From an optimization exercise on the open Yosys and OpenROAD flow, aimed at small area, a short achievable clock period and few clock cycles; shortcuts taken in it are not production practice. The RTL was checked by simulation tests, not by an equivalence proof against the original design. Power figures rest on the tool's default switching activity, not on a simulated workload.

## weight_update
module weight_update
(
   input  logic  clk,
   input  logic  reset,
   input  logic  cmd_valid,
   input  logic  cmd_init,
   output logic  cmd_ready,
   input  wu_pkg::word_t weight_in,
   input  logic  weight_valid,
   output logic  weight_ready,
   input  wu_pkg::word_t gradient_in,
   input  logic  gradient_valid,
   output logic  gradient_ready,
   output wu_pkg::word_t result_out,
   output logic  result_valid,
   input  logic  result_ready,
   input  wu_pkg::len_t  total_length,
   input  wu_pkg::node_t node_id,
   input  wu_pkg::node_t num_node,
   output wu_pkg::addr_t avs_address,
   output wu_pkg::word_t avs_writedata,
   output logic  avs_read,
   output logic  avs_write,
   input  wu_pkg::word_t avs_readdata,
   input  logic  avs_waitrequest,
   input  logic  avs_readdatavalid
);
clock: 6.0 ns
lec_check: 0
abc_clock_period_in_ps: 2500
cap_margin: 20
core_margin: 2
core_utilization: 40
setup_slack_margin: 3.5
slew_margin: 20
synth_hierarchical: 1
synth_minimum_keep_size: 0
run.sh (not shown) runs the stock make flow with config.mk's settings and CLKGATE_MAP_FILE= SYNTH_SCRIPT=/design/flow/synth_recipe.tcl, a recipe that flattens the netlist after the stock synthesis.
The starting point went through all stages and came out clean.
Testbench counts at the start, summed over its fixed seeds: cycles 20,526.
Then changed:
==> flow/flow/run.sh (new file) <==
#!/bin/bash
# Standard layout, with the smallest buffer as the port buffer instead of
# the default delay buffer; the timing repairs upsize it where needed.
set -euo pipefail
bash standard.sh "BUFFER_PORTS_ARGS=-buffer_cell sky130_fd_sc_hd__buf_1" finish > standard.log 2>&1
==> flow/standard.sh (new file) <==
#!/bin/bash
# synth_recipe.tcl (not shown) runs the flow's synth.tcl, then flattens the netlist and writes it again
# the make line also repeats each setting of config.mk as NAME=value (left out here)
make -C /OpenROAD-flow-scripts/flow DESIGN_CONFIG=/design/flow/config.mk WORK_HOME=/design/flow/orfs CLKGATE_MAP_FILE= SYNTH_SCRIPT=/design/flow/synth_recipe.tcl "${@:-finish}"
removed: flow/run.sh
After rerunning:
- routed wire length falls by 3.6%
- synthesized area is unchanged
- sequential share of layout area rises by 3.6 points

amber:
Another version of the RTL of weight_update (not shown whole).
Size: about 2100 cells after synthesis, ~410 I/O pins.
Design weight_update, start of the top module:
module weight_update
(
   input  logic  clk,
   input  logic  reset,
   input  logic  cmd_valid,
   input  logic  cmd_init,
   output logic  cmd_ready,
   input  wu_pkg::word_t weight_in,
   input  logic  weight_valid,
   output logic  weight_ready,
   input  wu_pkg::word_t gradient_in,
   input  logic  gradient_valid,
   output logic  gradient_ready,
   output wu_pkg::word_t result_out,
   output logic  result_valid,
   input  logic  result_ready,
   input  wu_pkg::len_t  total_length,
   input  wu_pkg::node_t node_id,
   input  wu_pkg::node_t num_node,
   output wu_pkg::addr_t avs_address,
   output wu_pkg::word_t avs_writedata,
   output logic  avs_read,
   output logic  avs_write,
   input  wu_pkg::word_t avs_readdata,
   input  logic  avs_waitrequest,
   input  logic  avs_readdatavalid
);
   localparam int CNT_W = $clog2(wu_pkg::NSLOT + 1);
   localparam int HI_W  = wu_pkg::ADDR_W - wu_pkg::LG_SLICE_WORDS;
   typedef enum logic [1:0] {S_IDLE, S_INIT, S_WALK} state_t;
   state_t        state, state_n;
   logic          cmd_rdy_q;
   logic          init_done, init_done_n;
   logic          wrdy_q;          
   logic          grdy_q;          
  ...
==> flow/config.mk <==
export PLATFORM = sky130hd
export DESIGN_NAME = weight_update
export DESIGN_NICKNAME = weight_update
export VERILOG_FILES = /design/flow/design.v
export SDC_FILE = /design/flow/constraint.sdc
export NUM_CORES = 4
export LEC_CHECK = 0
export ABC_CLOCK_PERIOD_IN_PS = 2500
export CAP_MARGIN = 20
export CORE_MARGIN = 2
export CORE_UTILIZATION = 40
export CTS_BUF_LIST = sky130_fd_sc_hd__clkbuf_4 sky130_fd_sc_hd__clkbuf_8
export CTS_CLUSTER_SIZE = 30
export SETUP_SLACK_MARGIN = 3.5
export SLEW_MARGIN = 20
export SYNTH_HIERARCHICAL = 1
export SYNTH_MINIMUM_KEEP_SIZE = 0
==> flow/constraint.sdc <==
create_clock -name core_clock -period 6.0 [get_ports {clk}]
set_input_delay 1.2000 -clock core_clock [delete_from_list [all_inputs] [get_ports {clk}]]
set_output_delay 1.2000 -clock core_clock [all_outputs]
set_load 0.01 [all_outputs]
standard.sh (not shown) runs the stock make flow with config.mk's settings and CLKGATE_MAP_FILE= SYNTH_SCRIPT=/design/flow/synth_recipe.tcl, a recipe that flattens the netlist after the stock synthesis.
==> flow/flow/run.sh <==
#!/bin/bash
# Standard layout, with the smallest buffer as the port buffer instead of
# the default delay buffer (the timing repairs upsize it where needed),
# and a clock tree without dummy loads.
set -euo pipefail
bash standard.sh \
  "BUFFER_PORTS_ARGS=-buffer_cell sky130_fd_sc_hd__buf_1" \
  "CTS_ARGS=-sink_clustering_enable -repair_clock_nets -sink_clustering_size 30 -buf_list {sky130_fd_sc_hd__clkbuf_4 sky130_fd_sc_hd__clkbuf_8} -dont_use_dummy_load" \
  finish > standard.log 2>&1
Having completed the whole flow, amber delivered a layout that passed the timing, design-rule and antenna checks.
Testbench counts of amber, summed over its fixed seeds: cycles 20,526.
[inputs] maple vs amber
--- a/flow/flow/run.sh
+++ b/flow/flow/run.sh
@@ -8 +8 @@
-  "CTS_ARGS=-sink_clustering_enable -repair_clock_nets -sink_clustering_size 30 -buf_list {sky130_fd_sc_hd__clkbuf_4 sky130_fd_sc_hd__clkbuf_8} -dont_use_dummy_load" \
+  "CTS_ARGS=-sink_clustering_enable -repair_clock_nets -sink_clustering_size 20 -sink_clustering_max_diameter 80 -buf_list {sky130_fd_sc_hd__clkbuf_8 sky130_fd_sc_hd__clkbuf_16} -dont_use_dummy_load" \
### Flow results
[compare] base=amber new=maple: CTS clock-pin slew for the worst setup and hold paths has increased; final cell count has decreased; power share of the combinational group has increased; mean instance size in the synthesized netlist has remained practically unchanged.
Changes observed in maple relative to amber: total power dropped about 5%, via count dropped 221.
Global-route usage: maple vs amber down 0.48 points
Any difference in flip-flop and latch area between amber and maple is small enough to ignore.
maple against amber: wire length moved down, largest stage delay on the critical path moved down, clock skew moved down.
> inputs changed (maple -> quartz)
--- a/flow/flow/run.sh
+++ b/flow/flow/run.sh
@@ -8 +8 @@
-  "CTS_ARGS=-sink_clustering_enable -repair_clock_nets -sink_clustering_size 20 -sink_clustering_max_diameter 80 -buf_list {sky130_fd_sc_hd__clkbuf_8 sky130_fd_sc_hd__clkbuf_16} -dont_use_dummy_load" \
+  "CTS_ARGS=-sink_clustering_enable -repair_clock_nets -sink_clustering_size 30 -buf_list {sky130_fd_sc_hd__clkbuf_4 sky130_fd_sc_hd__clkbuf_8} -dont_use_dummy_load" \
--- a/flow/config.mk
+++ b/flow/config.mk
@@ -14 +14 @@
-export SETUP_SLACK_MARGIN = 3.5
+export SETUP_SLACK_MARGIN = 3.7
Looking only at count of placed standard cells in the final layout, fillers left out, and setting everything else aside, the higher value of quartz and maple goes to quartz.
Summary — HPWL after detailed placement, quartz relative to maple: higher, by 0.96%.
Relative to maple, the combinational power measured on quartz has increased by more than 10%.
The global-route usage reported for quartz is greater than that of maple by 1.5 points.
Input changes introduced in willow (baseline for comparison: quartz):
--- a/flow/flow/run.sh
+++ b/flow/flow/run.sh
@@ -8 +8 @@
-  "CTS_ARGS=-sink_clustering_enable -repair_clock_nets -sink_clustering_size 30 -buf_list {sky130_fd_sc_hd__clkbuf_4 sky130_fd_sc_hd__clkbuf_8} -dont_use_dummy_load" \
+  "CTS_ARGS=-sink_clustering_enable -repair_clock_nets -sink_clustering_size 20 -sink_clustering_max_diameter 80 -buf_list {sky130_fd_sc_hd__clkbuf_8 sky130_fd_sc_hd__clkbuf_16} -dont_use_dummy_load" \
--- a/flow/config.mk
+++ b/flow/config.mk
@@ -11 +11 @@
-export CORE_UTILIZATION = 40
+export CORE_UTILIZATION = 55
@@ -14 +14 @@
-export SETUP_SLACK_MARGIN = 3.7
+export SETUP_SLACK_MARGIN = 3.5
Notes after the runs:
Reported for willow and quartz, quantity of hold-fixing buffers added after cts turned out identical to the last digit.
Compared with quartz, in willow starting utilization of the core area went up by 15 points; via count shows a reduction of 672; share of power burned in combinational logic moved down.
result_out[54] as the timing endpoint of the critical path was reported by quartz, and grdy_q by willow.
Relative to quartz, the final design instance area without fill of willow is lower by 0.0023 mm².
willow vs quartz, instance count: willow lower

==> re-timing with driven ports <==
How much do the figures lean on ideal ports? The routed layouts below were timed once more, with nothing changed but the port constraints. Step 1, drivers: a clkbuf_16 drives clk and a buf_2 each remaining input, both assumed. Step 2 times the ports against the registers' clock, not the clock port: input delays grow and output delays shrink by t, the midpoint of the rising clock arrivals with the driver on. Slacks: no drivers / after step 1 / after step 2; pairs: no drivers / after step 1.
run | t, ns | slack for setup (ns) | pins driven straight from the clock port
the first run of note 1 | 0.645 | 3.286 / 3.286 / 2.921 | 1
the second run of note 1 | 0.654 | 3.336 / 3.336 / 2.931 | 1
amber | 0.669 | 3.485 / 3.449 / 2.847 | 1
maple | 0.637 | 3.493 / 3.463 / 2.888 | 1
quartz | 0.682 | 3.519 / 3.469 / 2.925 | 1
willow | 0.621 | 3.443 / 3.453 / 2.832 | 1
After both steps every run listed still meets setup and hold. For amber, which loses most, drivers alone change the setup slack by -0.036 ns; drivers and shift together by -0.638 ns.
